From an optimization exercise on the open Yosys and OpenROAD flow, aimed at small area, a short achievable clock period and few clock cycles per item; shortcuts taken in it are not production practice.
For this run, only the layout was checked, not whether the RTL still works.

==> flow/design.v <==
package aesPkg;
    typedef logic [7:0] byteT;
    typedef logic [31:0] wordT;
    typedef logic [128-1:0] blockT;
    typedef logic [3:0] roundIdxT;
    typedef enum logic [1:0] {
        sIdle,
        sExpand,
        sRound,
        sDone
    } aesStateT;
endpackage
`timescale 1ns/1ns
module sBoxRom
(
    input  logic [7:0] addr,
    input  logic       inv,
    output logic [7:0] data
);
    logic T1, T2, T3, T4, T5, T6, T7, T8, T9, T10, T11, T12, T13, T14, T15, T16, T17, T18, T19, T20, T21, T22, T23, T24, T25, T26, T27, M1, M2, M3, M4, M5, M6, M7, M8, M9, M10, M11, M12, M13, M14, M15, M16, M17, M18, M19, M20, M21, M22, M23, M24, M25, M26, M27, M28, M29, M30, M31, M32, M33, M34, M35, M36, M37, M38, M39, M40, M41, M42, M43, M44, M45, M46, M47, M48, M49, M50, M51, M52, M53, M54, M55, M56, M57, M58, M59, M60, M61, M62, M63, L0, L1, L2, L3, L4, L5, L6, L7, L8, L9, L10, L11, L12, L13, L14, L15, L16, L17, L18, L19, L20, L21, L22, L23, L24, L25, L26, L27, L28, L29, S0, S1, S2, S3, S4, S5, S6, S7;
    logic U0, U1, U2, U3, U4, U5, U6, U7;
    logic [7:0] ai, u, s, si;
    assign ai = {addr[6:0], addr[7]} ^ {addr[4:0], addr[7:5]} ^ {addr[1:0], addr[7:2]} ^ 8'h05;
    assign u  = inv ? ai : addr;
    assign U0 = u[7];
    assign U1 = u[6];
    assign U2 = u[5];
    assign U3 = u[4];
    assign U4 = u[3];
    assign U5 = u[2];
    assign U6 = u[1];
    assign U7 = u[0];
    assign T1 = U0 ^ U3;
    assign T2 = U0 ^ U5;
    assign T3 = U0 ^ U6;
    assign T4 = U3 ^ U5;
    assign T5 = U4 ^ U6;
    assign T6 = T1 ^ T5;
    assign T7 = U1 ^ U2;
    assign T8 = U7 ^ T6;
    assign T9 = U7 ^ T7;
    assign T10 = T6 ^ T7;
    assign T11 = U1 ^ U5;
    assign T12 = U2 ^ U5;
    assign T13 = T3 ^ T4;
    assign T14 = T6 ^ T11;
    assign T15 = T5 ^ T11;
    assign T16 = T5 ^ T12;
    assign T17 = T9 ^ T16;
    assign T18 = U3 ^ U7;
    assign T19 = T7 ^ T18;
    assign T20 = T1 ^ T19;
    assign T21 = U6 ^ U7;
    assign T22 = T7 ^ T21;
    assign T23 = T2 ^ T22;
    assign T24 = T2 ^ T10;
    assign T25 = T20 ^ T17;
    assign T26 = T3 ^ T16;
    assign T27 = T1 ^ T12;
    assign M1 = T13 & T6;
    assign M2 = T23 & T8;
    assign M3 = T14 ^ M1;
    assign M4 = T19 & U7;
    assign M5 = M4 ^ M1;
    assign M6 = T3 & T16;
    assign M7 = T22 & T9;
    assign M8 = T26 ^ M6;
    assign M9 = T20 & T17;
    assign M10 = M9 ^ M6;
    assign M11 = T1 & T15;
    assign M12 = T4 & T27;
    assign M13 = M12 ^ M11;
    assign M14 = T2 & T10;
    assign M15 = M14 ^ M11;
    assign M16 = M3 ^ M2;
    assign M17 = M5 ^ T24;
    assign M18 = M8 ^ M7;
    assign M19 = M10 ^ M15;
    assign M20 = M16 ^ M13;
    assign M21 = M17 ^ M15;
    assign M22 = M18 ^ M13;
    assign M23 = M19 ^ T25;
    assign M24 = M22 ^ M23;
    assign M25 = M22 & M20;
    assign M26 = M21 ^ M25;
    assign M27 = M20 ^ M21;
    assign M28 = M23 ^ M25;
    assign M29 = M28 & M27;
    assign M30 = M26 & M24;
    assign M31 = M20 & M23;
    assign M32 = M27 & M31;
    assign M33 = M27 ^ M25;
    assign M34 = M21 & M22;
    assign M35 = M24 & M34;
    assign M36 = M24 ^ M25;
    assign M37 = M21 ^ M29;
    assign M38 = M32 ^ M33;
    assign M39 = M23 ^ M30;
    assign M40 = M35 ^ M36;
    assign M41 = M38 ^ M40;
    assign M42 = M37 ^ M39;
    assign M43 = M37 ^ M38;
    assign M44 = M39 ^ M40;
    assign M45 = M42 ^ M41;
    assign M46 = M44 & T6;
    assign M47 = M40 & T8;
    assign M48 = M39 & U7;
    assign M49 = M43 & T16;
    assign M50 = M38 & T9;
    assign M51 = M37 & T17;
    assign M52 = M42 & T15;
    assign M53 = M45 & T27;
    assign M54 = M41 & T10;
    assign M55 = M44 & T13;
    assign M56 = M40 & T23;
    assign M57 = M39 & T19;
    assign M58 = M43 & T3;
    assign M59 = M38 & T22;
    assign M60 = M37 & T20;
    assign M61 = M42 & T1;
    assign M62 = M45 & T4;
    assign M63 = M41 & T2;
    assign L0 = M61 ^ M62;
    assign L1 = M50 ^ M56;
    assign L2 = M46 ^ M48;
    assign L3 = M47 ^ M55;
    assign L4 = M54 ^ M58;
    assign L5 = M49 ^ M61;
    assign L6 = M62 ^ L5;
    assign L7 = M46 ^ L3;
    assign L8 = M51 ^ M59;
    assign L9 = M52 ^ M53;
    assign L10 = M53 ^ L4;
    assign L11 = M60 ^ L2;
    assign L12 = M48 ^ M51;
    assign L13 = M50 ^ L0;
    assign L14 = M52 ^ M61;
    assign L15 = M55 ^ L1;
    assign L16 = M56 ^ L0;
    assign L17 = M57 ^ L1;
    assign L18 = M58 ^ L8;
    assign L19 = M63 ^ L4;
    assign L20 = L0 ^ L1;
    assign L21 = L1 ^ L7;
    assign L22 = L3 ^ L12;
    assign L23 = L18 ^ L2;
    assign L24 = L15 ^ L9;
    assign L25 = L6 ^ L10;
    assign L26 = L7 ^ L9;
    assign L27 = L8 ^ L10;
    assign L28 = L11 ^ L14;
    assign L29 = L11 ^ L17;
    assign S0 = L6 ^ L24;
    assign S1 = ~(L16 ^ L26);
    assign S2 = ~(L19 ^ L28);
    assign S3 = L6 ^ L21;
    assign S4 = L20 ^ L22;
    assign S5 = L25 ^ L29;
    assign S6 = ~(L13 ^ L27);
    assign S7 = ~(L6 ^ L23);
    assign s[7] = S0;
    assign s[6] = S1;
    assign s[5] = S2;
    assign s[4] = S3;
    assign s[3] = S4;
    assign s[2] = S5;
    assign s[1] = S6;
    assign s[0] = S7;
    assign si = {s[6:0], s[7]} ^ {s[4:0], s[7:5]} ^ {s[1:0], s[7:2]} ^ 8'h05;
    assign data = inv ? si : s;
endmodule
`timescale 1ns/1ns
module keyExpander
(
    input  logic          backward,
    input  aesPkg::byteT  rcon,
    input  aesPkg::blockT keyIn,
    output aesPkg::blockT keyOut
);
    aesPkg::wordT w0, w1, w2, w3;
    aesPkg::wordT b3;
    aesPkg::wordT subIn;
    aesPkg::wordT subOut;
    aesPkg::wordT t;
    assign {w0, w1, w2, w3} = keyIn;
    assign b3    = w3 ^ w2;
    assign subIn = backward ? b3 : w3;
    for (genvar b = 0; b < 4; b++) begin : gSubWord
        sBoxRom box (
            .addr (subIn[8*((b+3)%4) +: 8]),
            .inv  (1'b0),
            .data (subOut[8*b +: 8])
        );
    end
    assign t = subOut ^ {rcon, 24'h000000};
    always_comb begin
        if (backward) keyOut = {w0 ^ t, w1 ^ w0, w2 ^ w1, b3};
        else          keyOut = {w0 ^ t, w0 ^ w1 ^ t, w0 ^ w1 ^ w2 ^ t, w0 ^ w1 ^ w2 ^ w3 ^ t};
    end
endmodule
`timescale 1ns/1ns
module cipherRound
(
    input  logic          decrypt,
    input  logic          last,
    input  aesPkg::blockT stateIn,
    input  aesPkg::blockT roundKey,
    output aesPkg::blockT roundOut
);
    localparam int BlockBits = 128;
    aesPkg::blockT subIn;
    aesPkg::blockT subOut;
    aesPkg::blockT invKeyed;
    aesPkg::blockT mixIn;
    aesPkg::blockT mixOut;
    function automatic aesPkg::byteT xtime(input aesPkg::byteT a);
        xtime = {a[6:0], 1'b0} ^ (a[7] ? 8'h1b : 8'h00);
    endfunction
    function automatic aesPkg::byteT getByte(input aesPkg::blockT s, input int idx);
        getByte = s[BlockBits-1-8*idx -: 8];
    endfunction
    function automatic aesPkg::blockT shiftRows(input aesPkg::blockT s, input logic inv);
        aesPkg::blockT r;
        int src;
        r = '0;
        for (int c = 0; c < 4; c++) begin
            for (int row = 0; row < 4; row++) begin
                src = inv ? (c - row + 4) % 4 : (c + row) % 4;
                r[BlockBits-1-8*(4*c+row) -: 8] = s[BlockBits-1-8*(4*src+row) -: 8];
            end
        end
        shiftRows = r;
    endfunction
    function automatic aesPkg::blockT mixCols(input aesPkg::blockT s);
        aesPkg::blockT r;
        aesPkg::byteT a0, a1, a2, a3;
        r = '0;
        for (int c = 0; c < 4; c++) begin
            a0 = getByte(s, 4*c);
            a1 = getByte(s, 4*c+1);
            a2 = getByte(s, 4*c+2);
            a3 = getByte(s, 4*c+3);
            r[BlockBits-1-8*(4*c)   -: 8] = xtime(a0 ^ a1) ^ a1 ^ a2 ^ a3;
            r[BlockBits-1-8*(4*c+1) -: 8] = xtime(a1 ^ a2) ^ a2 ^ a3 ^ a0;
            r[BlockBits-1-8*(4*c+2) -: 8] = xtime(a2 ^ a3) ^ a3 ^ a0 ^ a1;
            r[BlockBits-1-8*(4*c+3) -: 8] = xtime(a3 ^ a0) ^ a0 ^ a1 ^ a2;
        end
        mixCols = r;
    endfunction
    function automatic aesPkg::blockT preInvMix(input aesPkg::blockT s);
        aesPkg::blockT r;
        aesPkg::byteT a0, a1, a2, a3, u, v;
        r = '0;
        for (int c = 0; c < 4; c++) begin
            a0 = getByte(s, 4*c);
            a1 = getByte(s, 4*c+1);
            a2 = getByte(s, 4*c+2);
            a3 = getByte(s, 4*c+3);
            u = xtime(xtime(a0 ^ a2));
            v = xtime(xtime(a1 ^ a3));
            r[BlockBits-1-8*(4*c)   -: 8] = a0 ^ u;
            r[BlockBits-1-8*(4*c+1) -: 8] = a1 ^ v;
            r[BlockBits-1-8*(4*c+2) -: 8] = a2 ^ u;
            r[BlockBits-1-8*(4*c+3) -: 8] = a3 ^ v;
        end
        preInvMix = r;
    endfunction
    assign subIn = decrypt ? shiftRows(stateIn, 1'b1) : shiftRows(stateIn, 1'b0);
    for (genvar i = 0; i < 16; i++) begin : gSub
        sBoxRom box (
            .addr (subIn[8*i +: 8]),
            .inv  (decrypt),
            .data (subOut[8*i +: 8])
        );
    end
    assign invKeyed = subOut ^ roundKey;
    assign mixIn    = decrypt ? preInvMix(invKeyed) : subOut;
    assign mixOut   = mixCols(mixIn);
    always_comb begin
        if (decrypt) roundOut = last ? invKeyed : mixOut;
        else         roundOut = (last ? subOut : mixOut) ^ roundKey;
    end
endmodule
`timescale 1ns/1ns
module aesController
(
    input  logic          clk,
    input  logic          rst,
    input  logic          start,
    input  logic          decrypt,
    input  aesPkg::blockT key,
    input  aesPkg::blockT dataIn,
    input  aesPkg::blockT roundOut,
    input  aesPkg::blockT keyNext,
    output aesPkg::blockT stateOut,
    output aesPkg::blockT keyOut,
    output aesPkg::byteT  rcon,
    output logic          keyBackward,
    output logic          decryptMode,
    output logic          lastRound,
    output logic          ready,
    output logic          done
);
    localparam aesPkg::roundIdxT LastRound = 10;
    logic             busy;
    logic             expand;
    aesPkg::roundIdxT cnt;
    aesPkg::blockT    stateReg;
    aesPkg::blockT    keyReg;
    logic             accept;
    logic             expandLast;
    assign ready  = !busy;
    assign accept = start && !busy;
    assign stateOut    = stateReg;
    assign keyOut      = keyReg;
    assign keyBackward = decryptMode && !expand;
    assign expandLast  = cnt == LastRound;
    assign lastRound   = decryptMode ? (cnt == aesPkg::roundIdxT'(1)) : (cnt == LastRound);
    always_comb begin
        case (cnt)
            4'd1:    rcon = 8'h01;
            4'd2:    rcon = 8'h02;
            4'd3:    rcon = 8'h04;
            4'd4:    rcon = 8'h08;
            4'd5:    rcon = 8'h10;
            4'd6:    rcon = 8'h20;
            4'd7:    rcon = 8'h40;
            4'd8:    rcon = 8'h80;
            4'd9:    rcon = 8'h1b;
            4'd10:   rcon = 8'h36;
            default: rcon = 8'h00;
        endcase
    end
    always_ff @(posedge clk or posedge rst) begin
        if (rst) begin
            busy        <= 1'b0;
            done        <= 1'b0;
            expand      <= 1'b0;
            decryptMode <= 1'b0;
            cnt         <= '0;
        end else begin
            done <= 1'b0;
            if (accept) begin
                busy        <= 1'b1;
                expand      <= decrypt;
                decryptMode <= decrypt;
                cnt         <= aesPkg::roundIdxT'(1);
            end else if (busy) begin
                if (expand) begin
                    if (expandLast) expand <= 1'b0;
                    else cnt <= cnt + aesPkg::roundIdxT'(1);
                end else begin
                    if (lastRound) begin
                        busy <= 1'b0;
                        done <= 1'b1;
                    end
                    cnt <= decryptMode ? cnt - aesPkg::roundIdxT'(1) : cnt + aesPkg::roundIdxT'(1);
                end
            end
        end
    end
    always_ff @(posedge clk) begin
        if (accept) begin
            stateReg <= decrypt ? dataIn : (dataIn ^ key);
            keyReg   <= key;
        end else begin
            keyReg <= keyNext;
            if (!expand) stateReg <= roundOut;
            else if (expandLast) stateReg <= stateReg ^ keyNext;
        end
    end
endmodule
`timescale 1ns/1ns
module aesCore
(
    input  logic  clk,
    input  logic  rst,
    input  logic  start,
    input  logic  decrypt,
    input  aesPkg::blockT key,
    input  aesPkg::blockT dataIn,
    output logic  ready,
    output logic  done,
    output aesPkg::blockT dataOut
);
    aesPkg::blockT roundOut;
    aesPkg::blockT keyReg;
    aesPkg::blockT keyNext;
    aesPkg::byteT  rcon;
    logic          keyBackward;
    logic          decryptMode;
    logic          lastRound;
    aesController controller (
        .clk         (clk),
        .rst         (rst),
        .start       (start),
        .decrypt     (decrypt),
        .key         (key),
        .dataIn      (dataIn),
        .roundOut    (roundOut),
        .keyNext     (keyNext),
        .stateOut    (dataOut),
        .keyOut      (keyReg),
        .rcon        (rcon),
        .keyBackward (keyBackward),
        .decryptMode (decryptMode),
        .lastRound   (lastRound),
        .ready       (ready),
        .done        (done)
    );
    keyExpander expander (
        .backward (keyBackward),
        .rcon     (rcon),
        .keyIn    (keyReg),
        .keyOut   (keyNext)
    );
    cipherRound round (
        .decrypt  (decryptMode),
        .last     (lastRound),
        .stateIn  (dataOut),
        .roundKey (keyNext),
        .roundOut (roundOut)
    );
endmodule
==> flow/run.sh <==
#!/bin/bash
# synth_recipe.tcl (not shown) runs the flow's synth.tcl, then flattens the netlist and writes it again
# the make line also repeats each setting of config.mk as NAME=value (left out here)
make -C /OpenROAD-flow-scripts/flow DESIGN_CONFIG=/design/flow/config.mk WORK_HOME=/design/flow/orfs CLKGATE_MAP_FILE= SYNTH_SCRIPT=/design/flow/synth_recipe.tcl finish
==> flow/config.mk <==
export PLATFORM = sky130hd
export DESIGN_NAME = aesCore
export DESIGN_NICKNAME = aesCore
export VERILOG_FILES = /design/flow/design.v
export SDC_FILE = /design/flow/constraint.sdc
export NUM_CORES = 8
export LEC_CHECK = 0
export CAP_MARGIN = 20
export CORE_MARGIN = 2
export CORE_UTILIZATION = 20
export PLACE_DENSITY = 0.3
export SLEW_MARGIN = 20
==> flow/constraint.sdc <==
create_clock -name core_clock -period 10.0 [get_ports {clk}]
set_input_delay 2.0000 -clock core_clock [delete_from_list [all_inputs] [get_ports {clk}]]
set_output_delay 2.0000 -clock core_clock [all_outputs]
set_load 0.01 [all_outputs]
==> results.txt <==
### STA
- **part of the cycle the worst path needs** 97.97%
- **pin slew with the least headroom to its limit** 1277 ps
- **worst relative slew slack** 14.25%
- **maximum frequency from static timing analysis** 102.1 MHz
- **Final setup viols** 0
- **final hold vios** 0
- **worst clock skew** 37.19 ps
- **setup ws final** 203.2 ps
- **Slew Viols, Final** 0
- **Min Clock Period, post-route** 9797 ps
- **unrepaired setup endpoints after global routing** true

### Floorplan
- **placeable core area** 426400 µm²
- **Chip Height** 657.9 µm
- **placement row count** 240
- **count of boundary I/O pins** 390
- **Total Die Area** 432800 µm²
- **initial core utilization** 20.05%
- **Chip Width** 657.9 µm

### Synthesis
- **portion of netlist area occupied by mux cells** 5.172%
- **post-synthesis compound-gate area fraction** 22.63%
- **count of unique library cells instantiated by Yosys** 150
- **Cell Area, Synth** 85510 µm²
- **synthesized netlist cell count** 10520
- **FF+latch count, synth** 264
- **nets in the synthesized netlist** 10830
- **synthesized-area fraction occupied by and/or/nand/nor cells** 16.37%
- **dominant combinational cell family by area after synthesis** XOR/XNOR gates
- **XOR/XNOR Fraction of Synth Area** 43.15%
- **Synth Area per Inst** 8.127 µm²
- **number of enable flip-flop cells after synthesis** 128
- **fraction of registers with async set/reset** 3.030%
- **count of yosys warnings during synthesis** 3
- **fraction of the mapped netlist area in adder cells** 0.8062%
- **share of synthesized area occupied by flip-flops and latches** 7.726%
- **most common flop cell mapped by yosys** sky130_fd_sc_hd__edfxtp_1

### Worst setup path
- **Critical Path Source Type** flip-flop
- **Worst path max stage delay** 600 ps
- **maximum fanout count along the critical path** 26
- **required time worst endpoint** 10470 ps
- **endpoint class of the critical path** flip-flop
- **length in cells of the worst reg-to-reg path** 34
- **Reg2Reg Setup Slack** 200 ps
- **reg-to-reg startpoint** controller.decryptMode
- **critical-path cell with the highest stage delay** sky130_fd_sc_hd__dfrtp_4
- **end of the worst register-to-register path** controller.stateReg[61]
- **worst setup path category** flip-flop to flip-flop
- **arrival time at the worst endpoint** 10270 ps
- **Most Frequent Cell on Critical Path** sky130_fd_sc_hd__xnor2_2

### Final layout
- **Synth-to-Final Area Change** 27.04%
- **Layout Nets** 12210
- **ratio of cells with drive above 1 in the final layout** 19.85%
- **post-route cell area** 108600 µm²
- **filler instances** 46730
- **Post-Layout Cell Count** 17660

### GRT
- **met2 Usage GRT** 41.11%
- **Top Usage Layer GRT** met2
- **first-pass GRT wire length** 757.0 mm
- **GRT Resource Usage Total** 24.81%
- **met1 routing resource usage after global routing** 32.83%
- **number of antenna violations at the first check in global routing** 37
- **via count of the first global-routing pass** 86550
- **sum of overflow across all layers after global routing** 0
- **largest net degree at the start of global routing** 83
- **met3 usage in global routing** 1.609%

### Placement
- **total of buffers placed on input and output ports** 389
- **instance count after placement with tap cells included** 17510
- **post-DP HPWL** 472.3 mm
- **pre-CTS WS** -300.6 ps
- **total placed instance area** 105800 µm²
- **gp weighted congestion** 0.9688

### Drt
- **starting DRC count in detailed routing** 8496
- **via count** 88930
- **Final ANT Viol Nets** 0
- **wire per inst** 31.83 µm
- **Total Routed Length** 561.9 mm
- **DRC violations left** 0
- **number of detailed-routing iterations run before antenna repair** 7
- **Via-to-Cell Ratio** 5.037

### Min path
- **hold path endpoint** controller.cnt[1]
- **hold_sp** controller.cnt[1]
- **class of the tightest hold or removal check** flip-flop to flip-flop
- **worst hold path stage count** 2

### Clocking
- **Max Root-Sink Buffers** 3
- **number of buffers added by the clock tree synthesis step** 46
- **TritonCTS clock tree** done
- **H-tree depth** 2
- **latest clock arrival within the worst-skew pair** 690 ps
- **clock transition at the register clock pins on the worst setup and hold paths after CTS** 70 ps
- **sinks on the clock net** 264
- **Root Buffer Master** sky130_fd_sc_hd__clkbuf_16

### Job
- **number of max-cap violations** 0

### Outcome
- **outcome** no timing/DRC/antenna violations

[repair_timing]
action | CTS | global route
gates resized for setup | 22 | 103
setup buffers | 0 | 28
pin swaps | 0 | 17
endpoints found under the setup margin | 27 | 106
hold buffers | 0 | 0
[logic make-up (layout without fill, tap and decap cells)]
kind of cell / after synthesis / after routing
xor+xnor: 3234 / 3234
simple gates: 2975 / 2975
compound gates: 2826 / 2826
buf+inv: 776 / 2191
mux: 390 / 390
flops: 264 / 264
fa+ha+maj: 57 / 57
other cells: 0 / 32
[cell usage in the layout (no fill, tap or decap), drive strengths merged, types with 110 or more instances in the layout]
master / count
a31oi: 110
xnor3: 380
o211ai: 136
o21ai: 608
mux2i: 315
xor3: 142
dfxtp: 128
edfxtp: 128
xor2: 779
a21oi: 740
xnor2: 1933
nand2: 837
buf: 1623
nand2b: 111
nor2b: 115
nand3: 228
a211oi: 137
nor2: 942
clkdlybuf4s50: 388
nor3: 258
o22ai: 127
[synthesized netlist by cell type, types with 52 or more instances]
cell type | count | area, µm²
sky130_fd_sc_hd__a211oi_1 | 117 | 878.3
sky130_fd_sc_hd__a31oi_1 | 108 | 675.7
sky130_fd_sc_hd__nand2_1 | 833 | 3127
sky130_fd_sc_hd__o22ai_1 | 126 | 788.3
sky130_fd_sc_hd__nor3_1 | 251 | 1256
sky130_fd_sc_hd__o211ai_1 | 130 | 975.9
sky130_fd_sc_hd__nor2_1 | 932 | 3498
sky130_fd_sc_hd__or3_1 | 61 | 381.6
sky130_fd_sc_hd__o21ai_0 | 559 | 2798
sky130_fd_sc_hd__buf_1 | 75 | 281.5
sky130_fd_sc_hd__inv_1 | 93 | 349.1
sky130_fd_sc_hd__o221ai_1 | 96 | 840.8
sky130_fd_sc_hd__and2_1 | 97 | 606.8
sky130_fd_sc_hd__xor2_1 | 727 | 6367
sky130_fd_sc_hd__mux2i_1 | 259 | 2592
sky130_fd_sc_hd__a221oi_1 | 84 | 735.7
sky130_fd_sc_hd__and3_1 | 58 | 362.9
sky130_fd_sc_hd__nand3_1 | 225 | 1126
sky130_fd_sc_hd__a21o_1 | 91 | 683.2
sky130_fd_sc_hd__xnor2_2 | 88 | 1431
sky130_fd_sc_hd__mux2_2 | 70 | 788.3
sky130_fd_sc_hd__nor2b_1 | 115 | 719.4
sky130_fd_sc_hd__a22oi_1 | 70 | 525.5
sky130_fd_sc_hd__o21a_1 | 52 | 390.4
sky130_fd_sc_hd__xnor3_1 | 368 | 8288
sky130_fd_sc_hd__xor3_1 | 138 | 3281
sky130_fd_sc_hd__a21oi_1 | 695 | 3478
sky130_fd_sc_hd__edfxtp_1 | 128 | 3844
sky130_fd_sc_hd__xnor2_1 | 1838 | 16100
sky130_fd_sc_hd__nand2b_1 | 110 | 688.2
sky130_fd_sc_hd__clkbuf_1 | 385 | 1445
sky130_fd_sc_hd__dfxtp_1 | 128 | 2562
sky130_fd_sc_hd__nand4_1 | 65 | 406.6
sky130_fd_sc_hd__buf_2 | 153 | 765.7
[registers in the layout, summed over array words and instances (netlist names)]
signal / cells
controller.busy: 1
controller.cnt: 4
controller.decryptMode: 1
controller.done: 1
controller.expand: 1
controller.keyReg: 128
controller.stateReg: 128
[worst max-delay path by stage]
stage | startpoint | depth (start not counted) | slack [ps] | end
final | controller.decryptMode | 34 | 200 | controller.stateReg[61]
after detailed placement | controller.decryptMode | 30 | -300 | controller.stateReg[112]
after CTS | controller.expand | 32 | -10 | controller.stateReg[61]
after floorplan | controller.stateReg[127] | 31 | 1210 | controller.stateReg[115]
after global placement | controller.decryptMode | 28 | -480 | controller.stateReg[61]
after global routing | controller.decryptMode | 34 | -30 | controller.stateReg[61]
[area by class of cell]
type                            instances  area [µm²]  share of cell area, %
Multi-Input combinational cell       9482       76350                  70.29
Timing Repair Buffer                 2011       16480                  15.17
Tap cell                             5687        7116                  6.550
Sequential cell                       264        6614                  6.088
Clock buffer                           56        1271                  1.170
Inverter                               94       360.3                 0.3317
Clock inverter                         30       357.8                 0.3294
Antenna cell                           32       80.08                0.07372
[metal layers]
layer  part of all wire, %  vias up  wire, µm
met5                 0.012        -        69
met4                   5.8       10     32600
met3                   4.1      510     22860
met2                    46     2886    259000
met1                    44    44860    247400
li1                      -    40660         -
[metrics by stage]
stage | TNS (ps) | utilization (%) | hold slack, ps
floorplan | 0 | - | 533.2
global route | -59.06 | 25.47 | 638.3
CTS | -10.66 | 25.23 | 598.3
global placement | -3387 | 24.79 | 565.5
finish | 0 | 25.48 | 611.7
detailed placement | -2069 | 24.81 | 585.6
[worst max-delay path: cells and delay by family (launching register included)]
kind	cells	cell delay (ps)
XOR/XNOR	17	5340
buffers and inverters	7	1360
AO/OA/AOI/OAI	5	1280
flip-flops	1	600
AND/OR/NAND/NOR	3	410
adder cells (fa/ha/maj)	1	300
multiplexers	1	230

## port drivers added, routing unchanged
No port has a modelled driver above. Below, the same layout with a new extraction and two added sets of constraints.
Step 1 sets driving cells, clkbuf_16 on the clock port and buf_2 on the other inputs (assumed; they add their load-dependent delay and slew).
Step 2 moves the port delays by t, midway between the first and last clock arrival at a register: inputs arrive t later, outputs are due t later. That takes back most of the time a late clock gives input paths.
a / b / c = no drivers / after step 1 / after step 2; a / b = the first two.
shift t [ns]: 0.760
slack for setup (ns): 0.203 / 0.203 / 0.203
worst hold slack (ns): 0.612 / 0.612 / 0.612
worst setup path at the end: register to register
worst slew at a driven data input, ns: 0.17
After both steps setup and hold are still met in this run. For this run, drivers alone change the setup slack by 0.000 ns; drivers and shift together by 0.000 ns.
